This design comes from an exercise in tuning for small area and a short achievable clock period on the open sky130 flow, not from production work. Only simulation tests tie the RTL to the original design; equivalence was not proved. No activity file was given, so power comes from the tool's default toggle rates.

==> run F <==
## rv_top
module rv_top #(
    parameter int IMEM_ADDR_W = 12,
    parameter int DMEM_ADDR_W = 12
) (
    input  logic                        CLK,
    input  logic                        RSTn,
    output logic                        I_MEM_CSN,
    input  logic [rv_isa_pkg::XLEN-1:0] I_MEM_DI,
    output logic [IMEM_ADDR_W-1:0]      I_MEM_ADDR,   
    output logic                        D_MEM_CSN,
    input  logic [rv_isa_pkg::XLEN-1:0] D_MEM_DI,
    output logic [rv_isa_pkg::XLEN-1:0] D_MEM_DOUT,
    output logic [DMEM_ADDR_W-1:0]      D_MEM_ADDR,   
    output logic                        D_MEM_WEN,
    output logic [3:0]                  D_MEM_BE,
    output logic                        RF_WE,
    output logic [4:0]                  RF_RA1,
    output logic [4:0]                  RF_RA2,
    output logic [4:0]                  RF_WA1,
    input  logic [rv_isa_pkg::XLEN-1:0] RF_RD1,
    input  logic [rv_isa_pkg::XLEN-1:0] RF_RD2,
    output logic [rv_isa_pkg::XLEN-1:0] RF_WD,
    output logic                        HALT,
  ...
==> module rv_exec_unit, before the edit <==
module rv_exec_unit #(
    parameter int ADD_KIND = 0
) (
    input  logic [rv_isa_pkg::XLEN-1:0] rs1,
    input  logic [rv_isa_pkg::XLEN-1:0] op_b,
    input  logic                        sub,
    input  logic [2:0]                  funct3,
    input  logic                        arith,    
    output logic [rv_isa_pkg::XLEN-1:0] sum,
    output logic [rv_isa_pkg::XLEN-1:0] result,
    output logic                        bcond
);
    localparam int XLEN = rv_isa_pkg::XLEN;
    logic            cout;
    logic            lt_u, lt_s, eq;
    logic            left;
    logic [XLEN-1:0] sh_in, shr, shl;
    logic            fill;
    logic [XLEN-1:0] ap, ag;
    rv_adder #(.W(XLEN), .KIND(ADD_KIND)) u_add (
        .a  (rs1),
        .b  (op_b ^ {XLEN{sub}}),
        .ci (sub),
        .s  (sum),
        .co (cout),
        .p  (ap),
        .g  (ag)
    );
    assign lt_u = !cout;
    assign lt_s = (rs1[XLEN-1] ^ op_b[XLEN-1]) ? rs1[XLEN-1] : lt_u;
    assign eq   = (rs1 == op_b);
    always_comb begin
        for (int i = 0; i < XLEN; i++) sh_in[i] = left ? rs1[XLEN-1-i] : rs1[i];
    end
    assign left = !funct3[2];
    assign fill = !left && arith && rs1[XLEN-1];
    assign shr  = XLEN'($signed({fill, sh_in}) >>> op_b[4:0]);
    always_comb begin
        for (int i = 0; i < XLEN; i++) shl[i] = shr[XLEN-1-i];
    end
    always_comb begin
        case (funct3)
            3'b000:  result = sum;
            3'b001:  result = shl;
            3'b010:  result = {{(XLEN-1){1'b0}}, lt_s};
            3'b011:  result = {{(XLEN-1){1'b0}}, lt_u};
            3'b100:  result = rs1 ^ op_b;
            3'b101:  result = shr;
            3'b110:  result = rs1 | op_b;
            default: result = rs1 & op_b;
        endcase
    end
    always_comb begin
        case (funct3)
            3'b001:  bcond = !eq;
            3'b100:  bcond = lt_s;
            3'b101:  bcond = !lt_s;
            3'b110:  bcond = lt_u;
            3'b111:  bcond = !lt_u;
            default: bcond = eq;
        endcase
    end
endmodule
==> module rv_adder, before the edit <==
module rv_adder #(
    parameter int W    = 32,
    parameter int KIND = 0
) (
    input  logic [W-1:0] a,
    input  logic [W-1:0] b,
    input  logic         ci,
    output logic [W-1:0] s,
    output logic         co,
    output logic [W-1:0] p,    
    output logic [W-1:0] g     
);
    logic [W-1:0] gg, pp;
    logic [W:0]   c;
    assign p = a ^ b;
    assign g = a & b;
    always_comb begin
        gg = g;
        pp = p;
        gg[0] = g[0] | (p[0] & ci);
        if (KIND == 0) begin
            for (int l = 0; (1 << l) < W; l++) begin
                for (int i = 0; i < W; i++) begin
                    if ((i >> l) & 1) begin
                        gg[i] = gg[i] | (pp[i] & gg[((i >> l) << l) - 1]);
                        pp[i] = pp[i] & pp[((i >> l) << l) - 1];
                    end
                end
            end
        end else begin
            for (int i = 1; i < W; i++) gg[i] = gg[i] | (pp[i] & gg[i-1]);
        end
    end
    assign c = {gg, ci};
    assign s = p ^ c[W-1:0];
    assign co = c[W];
endmodule
clock: 11.0 ns
lec_check: 0
cap_margin: 30
core_margin: 2
core_utilization: 40
cts_buf_list: sky130_fd_sc_hd__clkbuf_8
setup_slack_margin: 2.2
slew_margin: 20
standard.sh (not shown) runs the stock make flow with config.mk's settings and CLKGATE_MAP_FILE= SYNTH_SCRIPT=/design/flow/synth_recipe.tcl, a recipe that flattens the netlist after the stock synthesis.
==> flow/flow/run.sh <==
#!/bin/bash
# Standard layout; the ports are buffered with the small buf_1 instead of
# the delay cell buffer_ports picks on its own.
bash standard.sh BUFFER_PORTS_ARGS="-buffer_cell sky130_fd_sc_hd__buf_1" finish > standard.log 2>&1
==> run M: changes against run F <==
--- a/flow/design.v
+++ b/flow/design.v
@@ -105,5 +105,3 @@
 `default_nettype none
-module rv_exec_unit #(
-    parameter int ADD_KIND = 0
-) (
+module rv_exec_unit (
     input  logic [rv_isa_pkg::XLEN-1:0] rs1,
@@ -123,12 +121,3 @@
     logic            fill;
-    logic [XLEN-1:0] ap, ag;
-    rv_adder #(.W(XLEN), .KIND(ADD_KIND)) u_add (
-        .a  (rs1),
-        .b  (op_b ^ {XLEN{sub}}),
-        .ci (sub),
-        .s  (sum),
-        .co (cout),
-        .p  (ap),
-        .g  (ag)
-    );
+    assign {cout, sum} = {1'b0, rs1} + {1'b0, op_b ^ {XLEN{sub}}} + {{XLEN{1'b0}}, sub};
     assign lt_u = !cout;
@@ -168,41 +157,2 @@
 endmodule
-`default_nettype wire
-`default_nettype none
-module rv_adder #(
-    parameter int W    = 32,
-    parameter int KIND = 0
-) (
-    input  logic [W-1:0] a,
-    input  logic [W-1:0] b,
-    input  logic         ci,
-    output logic [W-1:0] s,
-    output logic         co,
-    output logic [W-1:0] p,    
-    output logic [W-1:0] g     
-);
-    logic [W-1:0] gg, pp;
-    logic [W:0]   c;
-    assign p = a ^ b;
-    assign g = a & b;
-    always_comb begin
-        gg = g;
-        pp = p;
-        gg[0] = g[0] | (p[0] & ci);
-        if (KIND == 0) begin
-            for (int l = 0; (1 << l) < W; l++) begin
-                for (int i = 0; i < W; i++) begin
-                    if ((i >> l) & 1) begin
-                        gg[i] = gg[i] | (pp[i] & gg[((i >> l) << l) - 1]);
-                        pp[i] = pp[i] & pp[((i >> l) << l) - 1];
-                    end
-                end
-            end
-        end else begin
-            for (int i = 1; i < W; i++) gg[i] = gg[i] | (pp[i] & gg[i-1]);
-        end
-    end
-    assign c = {gg, ci};
-    assign s = p ^ c[W-1:0];
-    assign co = c[W];
-endmodule
 `default_nettype wire
Settings changed: CTS_BUF_LIST sky130_fd_sc_hd__clkbuf_8 to unset, SETUP_SLACK_MARGIN 2.2 to unset.
==> notes <==
Between run F and run M, the lower core utilization is in run M (gap 0.40 points).
Between run F and run M, the lower register-to-register slack is in run M (gap 0.04 ns).
Total power: run F is lower than run M (about 13%).
In run F the via count is smaller than in run M, by about 10%.
Run F finished with timing, DRC and antenna clean. Run M produced a clean layout.
In run M the global-route usage is higher than in run F, by 2.0 points.
Synthesized cell count: run F is smaller than run M (11%).
Sequential power is about the same in run M and run F.
Against run F, the sequential share of layout area of run M is lower by 0.43 points.
Routed wire length: run F is lower than run M (about 12%).
In run F the combinational power is lower than in run M, by about 10%.

==> static timing again, ports no longer ideal <==
Ports are ideal in the flow. The routed layouts listed here were re-timed in OpenROAD.
Step 1, drivers: a clkbuf_16 drives CLK and a buf_2 each remaining input, both assumed.
Step 2 also shifts input and output timing later by t, the mid clock arrival at the registers, as if the neighbouring blocks saw the same clock.
a / b / c = ideal / step 1 / step 2; a / b = the first two.
run | shift t [ns] | setup slack, ns | worst data-port slew with drivers (ns)
run F | 0.386 | 2.321 / 2.299 / 2.299 | 0.05
run M | 0.393 | 1.253 / 1.223 / 1.223 | 0.09
After both steps setup and hold are still met in every run listed. For run M, which loses most, drivers alone change the setup slack by -0.030 ns; drivers and shift together by -0.030 ns.
